What follows belongs to an exercise in optimizing a design on an open flow for small area; a production flow would make more cautious choices.
In this exercise RTL edits were held to simulation tests only and were not proved equivalent to the original.
Power and IR drop assume default switching activity.

`design/flow/config.mk`:
```
export PLATFORM = sky130hd
export DESIGN_NAME = wb_dma_regs_top
export DESIGN_NICKNAME = wb_dma_regs_top
export VERILOG_FILES = /design/flow/design.v
export SDC_FILE = /design/flow/constraint.sdc
export NUM_CORES = 4
export LEC_CHECK = 0
export CAP_MARGIN = 0
export CORE_MARGIN = 2
export CORE_UTILIZATION = 60
export SLEW_MARGIN = 0
export BUFFER_PORTS_ARGS = -buffer_cell sky130_fd_sc_hd__buf_1
export CTS_ARGS = -sink_clustering_enable -repair_clock_nets -dont_use_dummy_load -buf_list sky130_fd_sc_hd__clkbuf_16 -sink_clustering_size 30 -sink_clustering_max_diameter 80
```
`design/flow/flow/area.abc`:
```
&get -n
&st
&dch -f
&nf -R 1000
&put
mfs3 -ae
topo
stime -c
```
`design/flow/constraint.sdc`:
```
create_clock -name core_clock -period 8.0 [get_ports {clk_i}]
set_input_delay 1.6000 -clock core_clock [delete_from_list [all_inputs] [get_ports {clk_i}]]
set_output_delay 1.6000 -clock core_clock [all_outputs]
set_load 0.01 [all_outputs]
```
`design/flow/design.v`:
```
`timescale 1ns/1ns
`default_nettype none
module wb_cycle_decoder (
	input wire logic clk_i,
	input wire logic reset_i,
	input wire logic cyc_i,
	input wire logic stb_i,
	input wire logic we_i,
	input wire logic [31:0] adr_i,
	input wire logic [2:0] cti_i,
	input wire logic [3:0] sel_i,
	input wire logic [31:0] dat_i,
	input wire logic [31:0] data_i,       
	output logic ack_o,
	output logic err_o,
	output logic we_o,
	output logic [3:0] code_o,
	output logic [31:0] wdata_o,
	output logic [3:0] be_o
);
	localparam logic [3:0] C_IDLE = 4'd0;
	localparam logic [3:0] C_UNMAPPED = 4'd14;
	localparam logic [3:0] C_ERROR = 4'd15;
	logic req;
	logic burst_q;
	logic [3:0] code_q;
	logic [3:0] code_d;
	logic [3:0] map;
	logic [9:0] idx;
	logic bad;
	assign req = cyc_i & stb_i;
	assign idx = adr_i[11:2];
	always_comb begin
		map = C_UNMAPPED;
		if (idx[9:5] == 5'd0) begin
			if (!idx[4] && idx[3:0] != 4'd0 && idx[3:0] <= 4'd11)
				map = idx[3:0];
			else if (idx[4:1] == 4'b1000)
				map = {3'b110, idx[0]};
		end
	end
	always_comb begin
		case (cti_i)
			3'b000: bad = burst_q;
			3'b001, 3'b010, 3'b111: bad = 1'b0;
			default: bad = 1'b1;
		endcase
	end
	always_comb begin
		if (!req)
			code_d = C_IDLE;
		else if (bad)
			code_d = C_ERROR;
		else
			code_d = map;
	end
	always_ff @(posedge clk_i) begin
		if (reset_i) begin
			code_q <= C_IDLE;
			burst_q <= 1'b0;
		end else begin
			code_q <= code_d;
			burst_q <= req & ~cti_i[2] & (cti_i[1] ^ cti_i[0]);
		end
	end
	always_ff @(posedge clk_i) begin
		we_o <= we_i;
		wdata_o <= data_i;
		be_o <= sel_i;
	end
	assign ack_o = (code_q != C_IDLE);
	assign err_o = (code_q == C_ERROR);
	assign code_o = code_q;
endmodule
`default_nettype wire
`timescale 1ns/1ns
`default_nettype none
module dma_ctrl_regs (
	input wire logic clk_i,
	input wire logic reset_i,
	input wire logic we_i,
	input wire logic [3:0] code_i,
	input wire logic [31:0] wdata_i,
	input wire logic [3:0] be_i,
	input wire logic dma_in_use_i,
	input wire logic [31:0] transfer_size_i,
	input wire logic transfer_size_valid_i,
	input wire logic [7:0] stat_i,
	input wire logic stat_valid_i,
	output logic [31:0] rdata_o,
	output logic [15:0] ctrl_o,
	output logic [15:0] watch_dog_cnt_o,
	output logic [31:0] dmaadr_o,
	output logic [31:0] dmalen_o
);
	logic [31:0] control_q;
	logic [31:0] dmaadr_q;
	logic [31:0] dmalen_q;
	logic [31:0] xfer_size_q;
	logic [7:0] stat_q;
	logic xfer_seen_q;
	logic stat_seen_q;
	logic wr_ctl, wr_adr, wr_len;
	logic [31:0] wd;
	logic [3:0] ld_ctl, ld_adr, ld_len;
	logic ld_c31;
	assign wr_ctl = we_i && code_i == 4'd1;
	assign wr_adr = we_i && code_i == 4'd2 && !dma_in_use_i;
	assign wr_len = we_i && code_i == 4'd3 && !dma_in_use_i;
	assign wd = reset_i ? 32'd0 : wdata_i;
	always_comb begin
		for (int i = 0; i < 4; i++) begin
			ld_ctl[i] = reset_i || (wr_ctl && !dma_in_use_i && be_i[i]);
			ld_adr[i] = reset_i || (wr_adr && be_i[i]);
			ld_len[i] = reset_i || (wr_len && be_i[i]);
		end
	end
	assign ld_c31 = reset_i || (wr_ctl && be_i[3]);
	always_ff @(posedge clk_i) begin
		for (int i = 0; i < 4; i++) begin
			for (int b = 0; b < 8; b++) begin
				if (8*i + b == 31) begin
					if (ld_c31) control_q[31] <= wd[31];
				end else begin
					if (ld_ctl[i]) control_q[8*i + b] <= wd[8*i + b];
				end
				if (ld_adr[i]) dmaadr_q[8*i + b] <= wd[8*i + b];
				if (ld_len[i]) dmalen_q[8*i + b] <= wd[8*i + b];
			end
		end
	end
	always_ff @(posedge clk_i) begin
		if (reset_i) begin
			xfer_seen_q <= 1'b0;
			stat_seen_q <= 1'b0;
		end else begin
			xfer_seen_q <= xfer_seen_q | transfer_size_valid_i;
			stat_seen_q <= stat_seen_q | stat_valid_i;
		end
	end
	always_ff @(posedge clk_i) begin
		if (transfer_size_valid_i)
			xfer_size_q <= transfer_size_i;
		if (stat_valid_i)
			stat_q <= stat_i;
	end
	always_comb begin
		rdata_o = ({32{code_i == 4'd1}} & control_q)
			| ({32{code_i == 4'd2}} & dmaadr_q)
			| ({32{code_i == 4'd3}} & dmalen_q)
			| ({32{code_i == 4'd4 && xfer_seen_q}} & xfer_size_q)
			| ({32{code_i == 4'd5}} & {16'd0, dma_in_use_i, 7'd0, 8'd0})
			| ({32{code_i == 4'd5 && stat_seen_q}} & {24'd0, stat_q});
	end
	assign ctrl_o = control_q[31:16];
	assign watch_dog_cnt_o = control_q[15:0];
	assign dmaadr_o = dmaadr_q;
	assign dmalen_o = dmalen_q;
endmodule
`default_nettype wire
`timescale 1ns/1ns
`default_nettype none
module fifo_watch #(
	parameter bit KIND = 1'b0,             
	parameter logic [27:0] MARK = 28'd4083,
	parameter logic [3:0] STATUS_CODE = 4'd6,
	parameter logic [3:0] CTRL_CODE = 4'd7
) (
	input wire logic clk_i,
	input wire logic reset_i,
	input wire logic we_i,
	input wire logic [3:0] code_i,
	input wire logic [31:0] wdata_i,
	input wire logic [3:0] be_i,
	input wire logic [27:0] level_i,
	output logic [31:0] rdata_o,
	output logic int_o
);
	logic [31:0] ctrl_q;
	logic flag_q;
	logic [3:0] ld;
	always_ff @(posedge clk_i) begin
		if (KIND == 1'b0)
			flag_q <= (level_i > MARK);
		else
			flag_q <= (level_i < MARK);
	end
	always_comb begin
		for (int i = 0; i < 4; i++)
			ld[i] = reset_i || (we_i && code_i == CTRL_CODE && be_i[i]);
	end
	always_ff @(posedge clk_i) begin
		for (int i = 0; i < 4; i++)
			if (ld[i])
				ctrl_q[8*i +: 8] <= reset_i ? 8'd0 : wdata_i[8*i +: 8];
	end
	assign rdata_o = ({32{code_i == STATUS_CODE}} & {flag_q, 31'd0}) | ({32{code_i == CTRL_CODE}} & ctrl_q);
	assign int_o = flag_q & ctrl_q[31];
endmodule
module fifo_status_capture #(
	parameter logic [27:0] RD_LIMIT = 28'd2040
) (
	input wire logic we_i,
	input wire logic [31:0] dat_i,
	input wire logic [9:0] idx_i,          
	input wire logic [55:0] dma_level_i,
	input wire logic [55:0] rd_level_i,
	output logic [31:0] data_o
);
	localparam int SW = 11;   
	logic [27:0] rd_level;
	logic [27:0] slots;
	logic [SW-1:0] rd_status;
	logic sel_dat, sel_dma0, sel_dma1, sel_rd;
	assign rd_level = idx_i[1] ? rd_level_i[55:28] : rd_level_i[27:0];
	assign slots = RD_LIMIT - rd_level;
	assign rd_status = (rd_level > RD_LIMIT) ? '0 : slots[SW-1:0];
	assign sel_dat = we_i;
	assign sel_dma1 = !we_i && idx_i[4];
	assign sel_dma0 = !we_i && !idx_i[4] && !idx_i[3];
	assign sel_rd = !we_i && !idx_i[4] && idx_i[3];
	always_comb begin
		data_o = dat_i;
		data_o[27:2+SW] = ({(26-SW){sel_dat}} & dat_i[27:2+SW])
			| ({(26-SW){sel_dma0 | sel_rd}} & dma_level_i[25:SW])
			| ({(26-SW){sel_dma1}} & dma_level_i[53:28+SW]);
		data_o[1+SW:2] = ({SW{sel_dat}} & dat_i[1+SW:2])
			| ({SW{sel_dma0}} & dma_level_i[SW-1:0])
			| ({SW{sel_dma1}} & dma_level_i[28+SW-1:28])
			| ({SW{sel_rd}} & rd_status);
	end
endmodule
`default_nettype wire
`timescale 1ns/1ns
`default_nettype none
module wb_dma_regs_top #(
	parameter logic [27:0] DMA_FULL_MARK = 28'd4083,
	parameter logic [27:0] DMA_LIMIT = 28'd4084,
	parameter logic [27:0] RD_LIMIT = 28'd2040,
	parameter logic [27:0] RD_EMPTY_MARK = 28'd1
) (
	input wire logic clk_i,
	input wire logic reset_i,
	input wire logic cyc_i,
	input wire logic stb_i,
	input wire logic we_i,
	input wire logic [31:0] adr_i,
	input wire logic [2:0] cti_i,
	input wire logic [3:0] sel_i,
	input wire logic [31:0] dat_i,
	output logic [31:0] dat_o,
	output logic ack_o,
	output logic err_o,
	input wire logic dma_in_use_i,
	output logic [15:0] ctrl_o,
	output logic [15:0] watch_dog_cnt_o,
	output logic [31:0] dmaadr_o,
	output logic [31:0] dmalen_o,
	input wire logic [31:0] transfer_size_i,
	input wire logic transfer_size_valid_i,
	input wire logic [7:0] stat_i,
	input wire logic stat_valid_i,
	input wire logic [55:0] dma_fifo_cnt_i,
	output logic [1:0] dma_fifo_full_int_o,
	input wire logic [55:0] rd_fifo_length_i,
	output logic [1:0] rd_fifo_empty_int_o
);
	localparam int NUM_DMA_FIFO = 2;
	localparam int NUM_RD_FIFO = 2;
	logic we;
	logic [3:0] code;
	logic [31:0] wdata;
	logic [3:0] be;
	logic [31:0] ctrl_rdata;
	logic [31:0] dma_rdata [NUM_DMA_FIFO];
	logic [31:0] rd_rdata [NUM_RD_FIFO];
	logic [31:0] data_d;
	logic [25:0] fifo_level;
	wb_cycle_decoder u_decoder (
		.clk_i(clk_i),
		.reset_i(reset_i),
		.cyc_i(cyc_i),
		.stb_i(stb_i),
		.we_i(we_i),
		.adr_i(adr_i),
		.cti_i(cti_i),
		.sel_i(sel_i),
		.dat_i(dat_i),
		.data_i(data_d),
		.ack_o(ack_o),
		.err_o(err_o),
		.we_o(we),
		.code_o(code),
		.wdata_o(wdata),
		.be_o(be)
	);
	dma_ctrl_regs u_ctrl (
		.clk_i(clk_i),
		.reset_i(reset_i),
		.we_i(we),
		.code_i(code),
		.wdata_i(wdata),
		.be_i(be),
		.dma_in_use_i(dma_in_use_i),
		.transfer_size_i(transfer_size_i),
		.transfer_size_valid_i(transfer_size_valid_i),
		.stat_i(stat_i),
		.stat_valid_i(stat_valid_i),
		.rdata_o(ctrl_rdata),
		.ctrl_o(ctrl_o),
		.watch_dog_cnt_o(watch_dog_cnt_o),
		.dmaadr_o(dmaadr_o),
		.dmalen_o(dmalen_o)
	);
	for (genvar i = 0; i < NUM_DMA_FIFO; i++) begin : g_dma_fifo
		fifo_watch #(
			.KIND(1'b0),
			.MARK(DMA_FULL_MARK),
			.STATUS_CODE(i == 0 ? 4'd6 : 4'd12),
			.CTRL_CODE(i == 0 ? 4'd7 : 4'd13)
		) u_watch (
			.clk_i(clk_i),
			.reset_i(reset_i),
			.we_i(we),
			.code_i(code),
			.wdata_i(wdata),
			.be_i(be),
			.level_i(dma_fifo_cnt_i[28*i +: 28]),
			.rdata_o(dma_rdata[i]),
			.int_o(dma_fifo_full_int_o[i])
		);
	end
	for (genvar i = 0; i < NUM_RD_FIFO; i++) begin : g_rd_fifo
		fifo_watch #(
			.KIND(1'b1),
			.MARK(RD_EMPTY_MARK),
			.STATUS_CODE(i == 0 ? 4'd8 : 4'd10),
			.CTRL_CODE(i == 0 ? 4'd9 : 4'd11)
		) u_watch (
			.clk_i(clk_i),
			.reset_i(reset_i),
			.we_i(we),
			.code_i(code),
			.wdata_i(wdata),
			.be_i(be),
			.level_i(rd_fifo_length_i[28*i +: 28]),
			.rdata_o(rd_rdata[i]),
			.int_o(rd_fifo_empty_int_o[i])
		);
	end
	fifo_status_capture #(
		.RD_LIMIT(RD_LIMIT)
	) u_status (
		.we_i(we_i),
		.dat_i(dat_i),
		.idx_i(adr_i[11:2]),
		.dma_level_i(dma_fifo_cnt_i),
		.rd_level_i(rd_fifo_length_i),
		.data_o(data_d)
	);
	assign fifo_level = wdata[27:2];
	always_comb begin
		dat_o = ctrl_rdata;
		if (code == 4'd6 || code == 4'd12)
			dat_o[27:2] = dat_o[27:2] | fifo_level;
		else if (code == 4'd8 || code == 4'd10)
			dat_o[12:2] = dat_o[12:2] | fifo_level[10:0];
		for (int i = 0; i < NUM_DMA_FIFO; i++)
			dat_o = dat_o | dma_rdata[i];
		for (int i = 0; i < NUM_RD_FIFO; i++)
			dat_o = dat_o | rd_rdata[i];
	end
endmodule
`default_nettype wire
```
`design/flow/flow/run.sh`:
```
#!/bin/bash
# The standard layout (standard.sh), with three changes to how the layout is made:
#  - synthesis maps the logic with flow/area.abc, an area-oriented ABC script, in
#    place of ORFS's speed script; every other synthesis step is the standard flow's own
#    (synth_recipe.tcl), so the registers are the standard synthesis's
#  - each port's buffer is the smallest buffer cell, sky130_fd_sc_hd__buf_1
#  - CTS clusters up to 30 flip-flops per clkbuf_16 and adds no dummy loads
set -euo pipefail
here=$(pwd)
cat >> config.mk <<'EOC'
export BUFFER_PORTS_ARGS = -buffer_cell sky130_fd_sc_hd__buf_1
export CTS_ARGS = -sink_clustering_enable -repair_clock_nets -dont_use_dummy_load -buf_list sky130_fd_sc_hd__clkbuf_16 -sink_clustering_size 30 -sink_clustering_max_diameter 80
EOC
# synth_recipe.tcl with the ABC script swapped
{
  head -n 1 synth_recipe.tcl
  cat <<EOT
proc abc {args} {
  set i [lsearch -exact \$args -script]
  if { \$i >= 0 } { lset args [expr {\$i + 1}] $here/flow/area.abc }
  yosys abc {*}\$args
}
EOT
  tail -n +2 synth_recipe.tcl
} > area_synth.tcl
sed "s#SYNTH_SCRIPT=[^ ]*synth_recipe.tcl#SYNTH_SCRIPT=$here/area_synth.tcl#" standard.sh > area_standard.sh
grep -q "SYNTH_SCRIPT=$here/area_synth.tcl" area_standard.sh
bash area_standard.sh > standard.log 2>&1
```
`design/flow/standard.sh`:
```
#!/bin/bash
# synth_recipe.tcl (not shown) runs the flow's synth.tcl, then flattens the netlist and writes it again
# the make line also repeats each setting of config.mk as NAME=value (left out here)
make -C /OpenROAD-flow-scripts/flow DESIGN_CONFIG=/design/flow/config.mk WORK_HOME=/design/flow/orfs CLKGATE_MAP_FILE= SYNTH_SCRIPT=/design/flow/synth_recipe.tcl "${@:-finish}"
```
==> results of run 1 <==
flip-flops by register name, indices dropped and copies added (netlist names), 8 cells and up:
signal,count
u_ctrl.dmaadr_q,32
u_ctrl.stat_q,8
u_ctrl.dmalen_q,32
u_ctrl.xfer_size_q,32
g_dma_fifo.u_watch.ctrl_q,64
g_rd_fifo.u_watch.ctrl_q,64
u_decoder.wdata_o,32
u_ctrl.control_q,32
cell type report:
class | count | area, um^2
diodes | 4 | 10.0
clock buffers | 15 | 375
fillers | 1387 | 5480
well taps | 265 | 332
repair buffers | 353 | 1370
flip-flops and latches | 312 | 8890
multi-input cells | 427 | 2990
inverters | 20 | 75.1
critical path, cell delays in order (launching register included):
cell and delay, ns:
dfxtp_1 0.50, nand2b_1 0.27, nor2_1 0.10, or2_0 0.24
or3_1 0.67, a222oi_1 0.32, and2_0 0.17, nand3_1 0.10
buf_1 0.15
power by group through the flow:
stage          combinational [mW]  sequential, mW  clock (mW)
6_report                    0.267            1.93       0.792
5_1_grt                     0.285            1.94       0.851
4_1_cts                     0.264            1.93       0.797
3_5_place_dp                0.263            1.97           0
3_3_place_gp                0.259            1.96           0
2_1_floorplan               0.106            1.96           0
stage by stage:
step                      power [mW]  utilization (%)  area, um^2
after global placement          2.22             69.9       13700
after detailed placement        2.23             69.9       13700
after floorplan                 2.07                -       11900
final                           2.99             71.9       14000
after CTS                       2.99             71.9       14000
after global routing            3.08             71.9       14000
cell families after synthesis:
logic type	synth area share, %
flip-flops	74.4
AO/OA/AOI/OAI	14.3
AND/OR/NAND/NOR	8.41
buffers and inverters	0.880
multiplexers	0.922
XOR/XNOR	0.513
adder cells (fa/ha/maj)	0.524
cell usage in the layout (no fill, tap or decap), drive strengths merged, types with 8 or more instances in the layout:
cell type	Yosys	final
buf	4	351
edfxtp	264	264
a222oi	85	85
nand2	51	51
dfxtp	48	48
nor2b	33	33
nor2	29	29
nand3	28	28
a22oi	25	25
nor4	24	24
a21oi	21	21
clkinv	20	20
a31o	17	17
clkbuf	0	17
o21ai	15	15
a22o	13	13
a21o	12	12
mux2i	11	11
and2	8	8
nor3	8	8
metal layers:
layer	share of wire [%]	up-vias
met5	0	-
met4	2.9	0
met3	11	64
met2	48	640
met1	38	4334
li1	-	3949
worst max path at each step:
| stage | start | end | slack [ns] | cells after the start |
|---|---|---|---|---|
| final | u_decoder.code_q[3]$_SDFF_PP0_ | dat_o[4] | 3.37 | 8 |
| after global routing | u_decoder.code_q[3]$_SDFF_PP0_ | dat_o[2] | 3.23 | 8 |
| after CTS | u_decoder.code_q[3]$_SDFF_PP0_ | dat_o[6] | 3.41 | 8 |
| after detailed placement | adr_i[3] | u_decoder.wdata_o[9]$_DFF_P_ | 3.71 | 8 |
| after global placement | adr_i[3] | u_decoder.wdata_o[9]$_DFF_P_ | 3.80 | 8 |
| after floorplan | u_decoder.code_q[1]$_SDFF_PP0_ | dat_o[31] | 3.41 | 6 |
==> reports/qor.yml, run 1 <==
fin_crit_ns: 4.63
fin_hold_ws_ns: 0.487
clkLatencyLatePin_ns: 0.50
hold_path_class: "flip-flop to flip-flop"
synth_fp_nets: 999
cts_htree_levels: 1
power.density_nw_per_um2: 213
root_buffer: "clkbuf_16"
tightest_slew_ns: 1.31
peakVddDrop_mv: 0.119
cap_violations: 0
leakagePower_nw: 4.82
synth_area_leaders: "edfxtp_1 (66%), dfxtp_1 (8.0%), a222oi_1 (7.1%)"
die-area_um2: 21000
place_inst: 1377
crit_type: "flip-flop to primary output"
setup_ws_ns: 3.37
r2r_cells: 3
skew_ns: 0.0700
worstPathMaxFanout: 11
grt_pass1_vias: 8533
grt_max_degree: 65
die_w_um: 145
syn_area_per_cell_um2: 15.6
postCtsSetupBuffers: 0
path_clk_slew_ns: 0.11
grt_pass1_wl_mm: 50.8
grt_antenna_before_repair: 3
yosysSeqAreaShare_pct: 74.4
use_met1_pct: 44.6
vias: 8987
hold_depth: 2
ctsResizeCount: 0
fin_nets: 1365
drc: 0
core_um2: 19500
ff2ff_setup_slack_ns: 5.36
firstDrtPassIters: 9
switchingPower_mw: 0.683
start_util_pct: 61.1
cts_buffers: 15
tritoncts: "yes"
die_h_um: 145
synth_top_area_share_pct: 66.4
globalRouteTotalUtil_pct: 32.1
drtIter0Drc: 1130
finalNonFillerCells: 1396
totalWireLength_mm: 35.3
synth_area_leader_cell: "edfxtp_1"
outcome: "no timing/DRC/antenna violations"
combPwrFrac_pct: 8.9
preCtsSetupSlack_ns: 3.71
maxSlewViolCount: 0
met2_usage_pct: 52.7
synthArstFlopShare_pct: 0
slew_headroom_pct: 12.1
synth_commonest_cells: "edfxtp_1 (264), a222oi_1 (85), nand2_1 (51), dfxtp_1 (48), nor2b_1 (33)"
rows: 51
sw_frac_of_total_pct: 22.9
cp.arrival_ns: 3.03
port_buffers: 342
required_ns: 6.40
ios: 365
post-synth-top-count-cell: "edfxtp_1"
synthToLayoutAreaGrowth_pct: 17.6
p_seq_share_pct: 64.6
internal_power_mw: 2.31
synth_ff_type: "edfxtp_1"
wl_per_cell_um: 25.3
synth_edf_count: 264
max_freq_mhz: 216
rr_endpoint: "g_dma_fifo[1].u_watch.ctrl_q[8]$_DFFE_PP_"
hold_viol: 0
ant_nets: 0
whs_endpoint: "u_ctrl.xfer_seen_q$_SDFF_PP0_"
drive_above_1_share_pct: 3.19
via_per_inst: 6.44
tns_ns: 0
ys_ff_latch: 312
synthDistinctLibCells: 37
clk_path_buf_depth: 3
finalSetupViolCount: 0
place_congestion: 0.949
cts.sinks: 312
syn_inst: 763
start_kind: "flip-flop"
post-route-period-util_pct: 57.9
r2r-start: "u_decoder.code_q[3]$_SDFF_PP0_"
clkPwrFrac_pct: 26.5
rsz0062_at_grt: "no"
synth.cell_area_um2: 11900
grt_overflow: 0
min-delay-start: "u_ctrl.xfer_seen_q$_SDFF_PP0_"
worstSetupEndpointType: "primary output"
cts_hold_buffers: 0
dpl.hpwl_mm: 24.3
yosys_warnings: 10
use_met3_pct: 5.00
grt.busiest_layer: "met2"
==> inputs of run 2 (changes only) <==
--- a/design/flow/flow/run.sh
+++ b/design/flow/flow/run.sh
@@ -4,12 +4,12 @@
 #    place of ORFS's speed script; every other synthesis step is the standard flow's own
 #    (synth_recipe.tcl), so the registers are the standard synthesis's
 #  - each port's buffer is the smallest buffer cell, sky130_fd_sc_hd__buf_1
-#  - CTS clusters up to 30 flip-flops per clkbuf_16 and adds no dummy loads
+#  - CTS clusters up to 20 flip-flops per clkbuf_8 and adds no dummy loads
 set -euo pipefail
 here=$(pwd)
 cat >> config.mk <<'EOC'
 export BUFFER_PORTS_ARGS = -buffer_cell sky130_fd_sc_hd__buf_1
-export CTS_ARGS = -sink_clustering_enable -repair_clock_nets -dont_use_dummy_load -buf_list sky130_fd_sc_hd__clkbuf_16 -sink_clustering_size 30 -sink_clustering_max_diameter 80
+export CTS_ARGS = -sink_clustering_enable -repair_clock_nets -dont_use_dummy_load -buf_list sky130_fd_sc_hd__clkbuf_8 -sink_clustering_size 20 -sink_clustering_max_diameter 60
 EOC
 # synth_recipe.tcl with the ABC script swapped
 {
--- a/design/flow/config.mk
+++ b/design/flow/config.mk
@@ -10,4 +10,4 @@
 export CORE_UTILIZATION = 60
 export SLEW_MARGIN = 0
 export BUFFER_PORTS_ARGS = -buffer_cell sky130_fd_sc_hd__buf_1
-export CTS_ARGS = -sink_clustering_enable -repair_clock_nets -dont_use_dummy_load -buf_list sky130_fd_sc_hd__clkbuf_16 -sink_clustering_size 30 -sink_clustering_max_diameter 80
+export CTS_ARGS = -sink_clustering_enable -repair_clock_nets -dont_use_dummy_load -buf_list sky130_fd_sc_hd__clkbuf_8 -sink_clustering_size 20 -sink_clustering_max_diameter 60
==> run 2 against run 1 <==
- highest routed layer unchanged
- largest power group unchanged
- first-iteration DRC count down 0.88%
- non-clock buffer count did not move
- die area is the same
==> reports/qor.yml, run 2 <==
outcome: "no timing/DRC/antenna violations"
post-route-period-util_pct: 58.7
postCtsSetupBuffers: 0
tns_ns: 0
start_kind: "flip-flop"
worstPathMaxFanout: 11
fin_crit_ns: 4.70
totalWireLength_mm: 35.2
synth_commonest_cells: "edfxtp_1 (264), a222oi_1 (85), nand2_1 (51), dfxtp_1 (48), nor2b_1 (33)"
yosysSeqAreaShare_pct: 74.4
ff2ff_setup_slack_ns: 5.42
rr_endpoint: "g_rd_fifo[0].u_watch.ctrl_q[10]$_DFFE_PP_"
ys_ff_latch: 312
grt_overflow: 0
crit_type: "flip-flop to primary output"
cp_cell_sequence: "nand2b_1 > nor2_1 > or2_0 > or3_1 > a222oi_1 > and2_0 > nand3_1 > buf_1"
yosys_warnings: 10
grt_pass1_vias: 8468
post-synth-top-count-cell: "edfxtp_1"
grt_max_degree: 65
grt_antenna_before_repair: 1
slowest_stage: "or3_1"
whs_endpoint: "u_ctrl.xfer_seen_q$_SDFF_PP0_"
rows: 51
die_w_um: 145
num-fill-cells: 1397
ant_nets: 0
finalSetupViolCount: 0
max_freq_mhz: 213
drive_above_1_share_pct: 3.62
synth_fp_nets: 999
die-area_um2: 21000
slew_headroom_pct: 14.7
min-delay-start: "u_ctrl.xfer_seen_q$_SDFF_PP0_"
maxSlewViolCount: 0
rsz0062_at_grt: "no"
vias: 8979
slowest_delay_ns: 0.68
root_buffer: "clkbuf_8"
clk_path_buf_depth: 3
hold_path_class: "flip-flop to flip-flop"
tritoncts: "yes"
synth_area_leader_cell: "edfxtp_1"
grt_pass1_wl_mm: 50.7
synth_ff_type: "edfxtp_1"
synth_top_area_share_pct: 66.4
firstDrtPassIters: 9
synthToLayoutAreaGrowth_pct: 16.7
ctsResizeCount: 0
worstSetupEndpointType: "primary output"
crit_path_start: "u_decoder.code_q[3]$_SDFF_PP0_"
cts_hold_buffers: 0
power.density_nw_per_um2: 206
top_regs: "g_dma_fifo.u_watch.ctrl_q (64), g_rd_fifo.u_watch.ctrl_q (64)"
place_congestion: 0.949
cp.arrival_ns: 3.10
cts_htree_levels: 1
core_um2: 19500
cts_buffers: 20
drc: 0
globalRouteTotalUtil_pct: 32.0
path_clk_slew_ns: 0.11
final_common_cell: "buf_1"
via_per_inst: 6.42
leakagePower_nw: 4.78
synth.cell_area_um2: 11900
skew_ns: 0.0712
syn_area_per_cell_um2: 15.6
fin_nets: 1370
wl_per_cell_um: 25.1
synthArstFlopShare_pct: 0
start_util_pct: 61.1
hold_depth: 2
clkLatencyLatePin_ns: 0.56
hold_viol: 0
synth_area_leaders: "edfxtp_1 (66%), dfxtp_1 (8.0%), a222oi_1 (7.1%)"
cap_violations: 0
synth_edf_count: 264
port_buffers: 342
layout_common_cells: "buf_1 (340), edfxtp_1 (264), a222oi_1 (85), nand2_1 (51), dfxtp_1 (48)"
r2r-start: "u_decoder.code_q[3]$_SDFF_PP0_"
cts.sinks: 312
dpl.hpwl_mm: 24.3
syn_inst: 763
die_h_um: 145
r2r_cells: 3
finalPower_mw: 2.87
drtIter0Drc: 1120
synthDistinctLibCells: 37
peakVddDrop_mv: 0.131
required_ns: 6.40
ios: 365
tightest_slew_ns: 1.28
-- run 2: worst max path at each step --
stage | slack, ns | to | cells past startpoint
floorplan | 3.41 | dat_o[31] | 6
global placement | 3.80 | u_decoder.wdata_o[9]$_DFF_P_ | 8
detailed placement | 3.71 | u_decoder.wdata_o[9]$_DFF_P_ | 8
CTS | 3.35 | dat_o[6] | 8
global route | 3.17 | dat_o[2] | 8
finish | 3.30 | dat_o[6] | 8
-- run 2: layout make-up --
type | instances | area [um^2] | share of cell area, %
Sequential cell | 312 | 8890 | 63.8
Antenna cell | 1 | 2.50 | 0.0180
Tap cell | 265 | 332 | 2.38
Timing Repair Buffer | 353 | 1370 | 9.82
Multi-Input combinational cell | 427 | 2990 | 21.5
Clock buffer | 20 | 275 | 1.98
Inverter | 20 | 75.1 | 0.539
-- run 2: cell families (layout without fill, tap and decap cells) --
family                   count (synthesis)  after routing  synth area share [%]
flip-flops                             312            312                  74.4
AO/OA/AOI/OAI                          205            205                  14.3
AND/OR/NAND/NOR                        199            199                  8.41
buffers and inverters                   24            393                 0.880
multiplexers                            11             11                 0.922
XOR/XNOR                                 7              7                 0.513
adder cells (fa/ha/maj)                  5              5                 0.524
other                                    0              1                     0
-- run 2: stage by stage --
stage                     area, um^2  util (%)  cells  hold WS [ns]  setup slack, ns
after floorplan                11900         -    763         0.430             3.41
after global placement         13700      69.9   1377         0.442             3.80
after detailed placement       13700      69.9   1377         0.451             3.71
after CTS                      13900      71.4   1397         0.486             3.35
after global routing           13900      71.4   1397         0.523             3.17
final                          13900      71.4   1398         0.483             3.30
-- run 2: routing by layer --
| layer | routed length (um) | vias to the layer above | part of all wire (%) | GRT usage [%] |
|---|---|---|---|---|
| li1 | - | 3953 | - | - |
| met1 | 13400 | 4366 | 38 | 45.1 |
| met2 | 17300 | 615 | 49 | 54.1 |
| met3 | 3800 | 45 | 11 | 4.25 |
| met4 | 647 | 0 | 1.8 | 7.65 |
| met5 | 0 | - | 0 | 0 |
-- run 2: critical path: cells and delay by family (launching register included) --
| kind | cells | cell delay, ns |
|---|---|---|
| buffers and inverters | 1 | 0.15 |
| and+or+nand+nor | 6 | 1.56 |
| AOI/OAI and AO/OA | 1 | 0.33 |
| DFF | 1 | 0.49 |
-- run 2: report_power, final --
part,switching [mW],internal [mW],total (mW)
logic,0.182,0.0850,0.266
registers,0.0474,1.88,1.93
clock network,0.447,0.227,0.674
==> inputs of run 3 (changes only) <==
--- a/design/flow/flow/run.sh
+++ b/design/flow/flow/run.sh
@@ -4,12 +4,12 @@
 #    place of ORFS's speed script; every other synthesis step is the standard flow's own
 #    (synth_recipe.tcl), so the registers are the standard synthesis's
 #  - each port's buffer is the smallest buffer cell, sky130_fd_sc_hd__buf_1
-#  - CTS clusters up to 20 flip-flops per clkbuf_8 and adds no dummy loads
+#  - CTS clusters up to 16 flip-flops per clkbuf_8 and adds no dummy loads
 set -euo pipefail
 here=$(pwd)
 cat >> config.mk <<'EOC'
 export BUFFER_PORTS_ARGS = -buffer_cell sky130_fd_sc_hd__buf_1
-export CTS_ARGS = -sink_clustering_enable -repair_clock_nets -dont_use_dummy_load -buf_list sky130_fd_sc_hd__clkbuf_8 -sink_clustering_size 20 -sink_clustering_max_diameter 60
+export CTS_ARGS = -sink_clustering_enable -repair_clock_nets -dont_use_dummy_load -buf_list sky130_fd_sc_hd__clkbuf_8 -sink_clustering_size 16 -sink_clustering_max_diameter 60
 EOC
 # synth_recipe.tcl with the ABC script swapped
 {
--- a/design/flow/config.mk
+++ b/design/flow/config.mk
@@ -10,4 +10,4 @@
 export CORE_UTILIZATION = 60
 export SLEW_MARGIN = 0
 export BUFFER_PORTS_ARGS = -buffer_cell sky130_fd_sc_hd__buf_1
-export CTS_ARGS = -sink_clustering_enable -repair_clock_nets -dont_use_dummy_load -buf_list sky130_fd_sc_hd__clkbuf_8 -sink_clustering_size 20 -sink_clustering_max_diameter 60
+export CTS_ARGS = -sink_clustering_enable -repair_clock_nets -dont_use_dummy_load -buf_list sky130_fd_sc_hd__clkbuf_8 -sink_clustering_size 16 -sink_clustering_max_diameter 60
==> run 3 against run 2 <==
- final cell count is 0.29% higher
- critical path type unchanged
- power up 2.0%
- largest cell class unchanged
- clock skew shrank 0.038 ns
- sequential power is essentially flat
- largest power group unchanged
- setup slack improved by 0.019 ns
==> reports/qor.yml, run 3 <==
via_per_inst: 6.46
sw_frac_of_total_pct: 23.6
cp_cell_sequence: "nand2b_1 > nor2_1 > or2_0 > or3_1 > a222oi_1 > and2_0 > nand3_1 > buf_1"
syn_inst: 763
power.density_nw_per_um2: 209
clkPwrFrac_pct: 25.0
ios: 365
die_w_um: 145
synth_top_area_share_pct: 66.4
drc: 0
cap_violations: 0
finalSetupViolCount: 0
drive_above_1_share_pct: 3.96
hold_viol: 0
leakagePower_nw: 4.81
hold_path_class: "flip-flop to flip-flop"
switchingPower_mw: 0.690
synthArstFlopShare_pct: 0
rsz0062_at_grt: "no"
grt_overflow: 0
totalWireLength_mm: 35.2
final_common_cell: "buf_1"
worstSetupEndpointType: "primary output"
synth.cell_area_um2: 11900
tritoncts: "yes"
slowest_stage: "or3_1"
cts_buffers: 24
post-route-period-util_pct: 58.5
synth_commonest_cells: "edfxtp_1 (264), a222oi_1 (85), nand2_1 (51), dfxtp_1 (48), nor2b_1 (33)"
hold_depth: 2
cts.sinks: 312
grt_pass1_vias: 8552
skew_ns: 0.0330
vias: 9061
layout_common_cells: "buf_1 (340), edfxtp_1 (264), a222oi_1 (85), nand2_1 (51), dfxtp_1 (48)"
synth_edf_count: 264
synth_ff_type: "edfxtp_1"
slew_headroom_pct: 12.9
yosysSeqAreaShare_pct: 74.4
max_freq_mhz: 214
synthToLayoutAreaGrowth_pct: 17.2
maxSlewViolCount: 0
firstDrtPassIters: 9
postCtsSetupBuffers: 0
ys_ff_latch: 312
fin_nets: 1374
crit_type: "flip-flop to primary output"
fin_crit_ns: 4.68
core_um2: 19500
syn_area_per_cell_um2: 15.6
root_buffer: "clkbuf_8"
top_regs: "g_dma_fifo.u_watch.ctrl_q (64), g_rd_fifo.u_watch.ctrl_q (64)"
cts_hold_buffers: 0
clkLatencyLatePin_ns: 0.56
synthDistinctLibCells: 37
die-area_um2: 21000
worstPathMaxFanout: 11
drtIter0Drc: 1162
clk_path_buf_depth: 3
ant_nets: 0
cp.arrival_ns: 3.08
dpl.hpwl_mm: 24.3
path_clk_slew_ns: 0.10
grt_pass1_wl_mm: 51.1
peakVddDrop_mv: 0.119
grt_max_degree: 65
ctsResizeCount: 0
post-synth-top-count-cell: "edfxtp_1"
globalRouteTotalUtil_pct: 32.2
rows: 51
slowest_delay_ns: 0.68
finalNonFillerCells: 1402
r2r_cells: 3
yosys_warnings: 10
internal_power_mw: 2.24
p_seq_share_pct: 65.9
port_buffers: 342
combPwrFrac_pct: 9.1
tightest_slew_ns: 1.30
place_inst: 1377
die_h_um: 145
start_kind: "flip-flop"
place_congestion: 0.949
tns_ns: 0
synth_fp_nets: 999
synth_area_leader_cell: "edfxtp_1"
grt_antenna_before_repair: 1
wl_per_cell_um: 25.1
required_ns: 6.40
outcome: "no timing/DRC/antenna violations"
cts_htree_levels: 1
synth_area_leaders: "edfxtp_1 (66%), dfxtp_1 (8.0%), a222oi_1 (7.1%)"
start_util_pct: 61.1
==> run 3: cell counts after synthesis <==
No cell type changed its count.
==> run 3: area by class of cell <==
class	count	area (um^2)
antenna	1	2.50
clock buffer	24	330
fill	1394	5540
inverter	20	75.1
multi-input combinational	427	2990
sequential	312	8890
tap	265	332
timing repair buffer	353	1370
==> run 3: worst paths after layout <==
path                                                      to  slack [ns]                           start
setup / recovery                                    dat_o[4]        3.32  u_decoder.code_q[3]$_SDFF_PP0_
hold / removal                 u_ctrl.xfer_seen_q$_SDFF_PP0_        0.49   u_ctrl.xfer_seen_q$_SDFF_PP0_
setup reg to reg  g_dma_fifo[1].u_watch.ctrl_q[15]$_DFFE_PP_        5.42  u_decoder.code_q[1]$_SDFF_PP0_
hold reg to reg                u_ctrl.xfer_seen_q$_SDFF_PP0_        0.49   u_ctrl.xfer_seen_q$_SDFF_PP0_
==> run 3: metrics by stage <==
step / power (mW) / area, um^2 / hold slack [ns] / util (%) / setup slack (ns)
finish: 2.93 / 14000 / 0.486 / 71.7 / 3.32
global route: 3.01 / 14000 / 0.499 / 71.6 / 3.19
CTS: 2.92 / 14000 / 0.475 / 71.6 / 3.36
detailed placement: 2.23 / 13700 / 0.451 / 69.9 / 3.71
global placement: 2.22 / 13700 / 0.442 / 69.9 / 3.80
floorplan: 2.07 / 11900 / 0.430 / - / 3.41
==> run 3: critical path: cells and delay by family, from the launching register on <==
family,cells,cell delay [ns]
buf+inv,1,0.15
simple gates,6,1.56
compound gates,1,0.32
flops,1,0.50
==> run 3: power groups by stage <==
stage | sequential, mW | clock (mW) | combinational [mW]
2_1_floorplan | 1.96 | 0 | 0.106
3_3_place_gp | 1.96 | 0 | 0.259
3_5_place_dp | 1.97 | 0 | 0.263
4_1_cts | 1.93 | 0.732 | 0.264
5_1_grt | 1.94 | 0.791 | 0.284
6_report | 1.93 | 0.731 | 0.266
==> run 3: routing by layer <==
metal	part of all wire [%]	vias to the layer above	track usage (%)
met3	11	54	5.00
met4	1.8	0	8.04
met2	49	639	54.2
li1	-	3958	-
met1	38	4410	44.9
met5	0	-	0
==> run 3: cells by family (layout without fill, tap and decap cells) <==
logic type | Yosys count | in the layout | share of synthesized area (%)
adders and majority gates | 5 | 5 | 0.524
AOI/OAI and AO/OA | 205 | 205 | 14.3
buffers and inverters | 24 | 397 | 0.880
muxes | 11 | 11 | 0.922
xor gates and xnor gates | 7 | 7 | 0.513
DFF | 312 | 312 | 74.4
other | 0 | 1 | 0
and+or+nand+nor | 199 | 199 | 8.41
==> inputs of run 4 (changes only) <==
==> design/flow/run.sh (new file) <==
#!/bin/bash
# synth_recipe.tcl (not shown) runs the flow's synth.tcl, then flattens the netlist and writes it again
# the make line also repeats each setting of config.mk as NAME=value (left out here)
make -C /OpenROAD-flow-scripts/flow DESIGN_CONFIG=/design/flow/config.mk WORK_HOME=/design/flow/orfs CLKGATE_MAP_FILE= SYNTH_SCRIPT=/design/flow/synth_recipe.tcl finish
==> design/flow/config.mk (replaced) <==
export PLATFORM = sky130hd
export DESIGN_NAME = wb_dma_regs_top
export DESIGN_NICKNAME = wb_dma_regs_top
export VERILOG_FILES = /design/flow/design.v
export SDC_FILE = /design/flow/constraint.sdc
export NUM_CORES = 4
export LEC_CHECK = 0
export CAP_MARGIN = 0
export CORE_MARGIN = 2
export CORE_UTILIZATION = 60
export CTS_BUF_LIST = sky130_fd_sc_hd__clkbuf_16
export CTS_CLUSTER_DIAMETER = 80
export CTS_CLUSTER_SIZE = 28
export SLEW_MARGIN = 0
removed: design/flow/flow/run.sh
removed: design/flow/flow/area.abc
removed: design/flow/standard.sh
==> run 4 against run 3 <==
- via count rose by 1.6%
- synthesized area rose by 5.5%
- register-to-register slack got worse by 0.33 ns
- final area is 19% higher
- sequential power about the same
- worst hold slack gained 0.016 ns
- still clean
- die area up 5.3%
- count of clock-buffer cells in the layout fell by 9
- global-route usage decreased by 0.21 points
- clock power up 13%
- synthesized cell count rose by 14%
==> reports/qor.yml, run 4 <==
vias: 9207
dpl.hpwl_mm: 25.0
syn_area_per_cell_um2: 14.5
layout_common_cells: "clkdlybuf4s50_1 (338), edfxtp_1 (264), dfxtp_1 (48), a22oi_1 (42), nand2_1 (40)"
finalSetupViolCount: 0
place_congestion: 0.894
setup_ws_ns: 2.72
drc: 0
peakVddDrop_mv: 0.130
rows: 53
worstSetupEndpointType: "primary output"
start_kind: "flip-flop"
synthToLayoutAreaGrowth_pct: 31.8
die-area_um2: 22200
post-synth-top-count-cell: "edfxtp_1"
cts_buffers: 15
ctsResizeCount: 0
outcome: "no timing/DRC/antenna violations"
via_per_inst: 6.31
required_ns: 6.40
fin_crit_ns: 5.28
drtIter0Drc: 1058
clkLatencyLatePin_ns: 0.49
synth.cell_area_um2: 12600
clk_path_buf_depth: 3
start_util_pct: 60.5
yosysSeqAreaShare_pct: 70.6
wl_per_cell_um: 24.7
synth_edf_count: 264
synth_top_area_share_pct: 62.9
finish.utilization_pct: 79.8
firstDrtPassIters: 5
post-route-period-util_pct: 66.0
worstPathMaxFanout: 22
grt_overflow: 0
root_buffer: "clkbuf_16"
tritoncts: "yes"
finalPower_mw: 3.14
tightest_slew_ns: 1.12
final_common_cell: "clkdlybuf4s50_1"
grt_antenna_before_repair: 1
top_regs: "g_dma_fifo.u_watch.ctrl_q (64), g_rd_fifo.u_watch.ctrl_q (64)"
finalNonFillerCells: 1458
globalRouteTotalUtil_pct: 32.0
cts.sinks: 312
synthDistinctLibCells: 48
cts_hold_buffers: 0
preCtsSetupSlack_ns: 3.22
skew_ns: 0.0218
post_dp_cell_area_um2: 16200
power.density_nw_per_um2: 189
postCtsSetupBuffers: 0
path_clk_slew_ns: 0.10
hold_viol: 0
synth_ff_type: "edfxtp_1"
die_w_um: 149
drive_above_1_share_pct: 5.75
synth_area_leaders: "edfxtp_1 (63%), dfxtp_1 (7.6%), a22oi_1 (2.5%)"
syn_inst: 869
rsz0062_at_grt: "no"
core_um2: 20800
fin_nets: 1410
ys_ff_latch: 312
grt_pass1_wl_mm: 52.9
synth_commonest_cells: "edfxtp_1 (264), dfxtp_1 (48), a22oi_1 (42), nand2_1 (40)"
port_buffers: 342
maxSlewViolCount: 0
tns_ns: 0
fin_hold_ws_ns: 0.502
grt_pass1_vias: 9095
yosys_warnings: 10
place_inst: 1432
synth_area_leader_cell: "edfxtp_1"
hold_path_class: "flip-flop to flip-flop"
slew_headroom_pct: 25.2
cp.arrival_ns: 3.68
synth_fp_nets: 1105
synthArstFlopShare_pct: 0
final_area_um2: 16600
die_h_um: 149
grt_max_degree: 66
leakagePower_nw: 5.81
cts_htree_levels: 1
crit_type: "flip-flop to primary output"
max_freq_mhz: 189
ios: 365
totalWireLength_mm: 36.1
cap_violations: 0
ant_nets: 0
-- run 4: worst max-delay path, cell delays in order (launching register included) --
cell and delay (ns):
dfxtp_1 0.64, nand2b_1 0.29, nor3_4 0.74, buf_4 0.47, a22oi_1 0.14, and3_1 0.24, nand3_1 0.09, clkdlybuf4s50_1 0.55
-- run 4: metal layers --
metal  routed length (um)  GRT usage [%]  vias up  part of all wire (%)
met5                    0              0        -                     0
met2                18200           54.6      594                    50
met1                13000           41.9     4440                    36
met4                  991           9.67        0                   2.7
met3                 3950           6.54       63                    11
li1                     -              -     4110                     -
-- run 4: layout make-up --
class                      count  area, um^2
tap                          275         344
clock inverter                10        65.1
clock buffer                  15         375
sequential                   312        8890
timing repair buffer         350        3460
multi-input combinational    490        3450
inverter                       5        18.8
antenna                        1        2.50
fill                        1266        4220
-- run 4: final timing paths --
kind                                                      from                             end  slack (ns)  depth (start not counted)
worst max-delay path            u_decoder.code_q[0]$_SDFF_PP0_                        dat_o[4]        2.72                          7
worst min-delay path             u_ctrl.xfer_seen_q$_SDFF_PP0_   u_ctrl.xfer_seen_q$_SDFF_PP0_        0.50                          2
worst max register to register  u_decoder.code_q[0]$_SDFF_PP0_  u_ctrl.control_q[14]$_DFFE_PP_        5.09                          4
worst min register to register   u_ctrl.xfer_seen_q$_SDFF_PP0_   u_ctrl.xfer_seen_q$_SDFF_PP0_        0.50                          2
-- run 4: report_power, final --
group / leakage (nW) / switching, mW / total [mW] / internal (mW)
clock network: 0.243 / 0.474 / 0.828 / 0.353
logic: 2.45 / 0.179 / 0.382 / 0.202
registers: 3.12 / 0.0529 / 1.93 / 1.88
total: 5.81 / 0.707 / 3.14 / 2.44
-- run 4: cell families (layout without fill, tap and decap cells) --
group           after synthesis  after routing  share of synthesized area, %
mux                          25             25                          2.09
flops                       312            312                          70.6
fa+ha+maj                     5              5                         0.497
compound gates              231            231                          14.2
buf+inv                      67            380                          2.36
simple gates                218            218                          9.57
xor+xnor                     11             11                         0.765
other cells                   0              1                             0

## afterwards: timing with drivers on the ports
Ports are ideal in the flow. The routed layouts listed here were re-timed in OpenROAD. Step 1 sets driving cells, clkbuf_16 on the clock port and buf_2 on the other inputs (assumed; they add their load-dependent delay and slew). Step 2 also shifts input and output timing later by t, the mid clock arrival at the registers, as if the neighbouring blocks saw the same clock. Three values: ideal ports, drivers, drivers and shift; two values: the first two.
run | shift t [ns] | setup slack, ns | worst register clock-pin slew, ns
run 1 | 0.512 | 3.367 / 3.322 / 3.662 | 0.11 / 0.11
run 2 | 0.570 | 3.303 / 3.257 / 3.648 | 0.12 / 0.12
run 3 | 0.590 | 3.321 / 3.279 / 3.643 | 0.10 / 0.10
run 4 | 0.528 | 2.719 / 2.673 / 3.135 | 0.11 / 0.11
After both steps setup and hold are still met in every run listed.
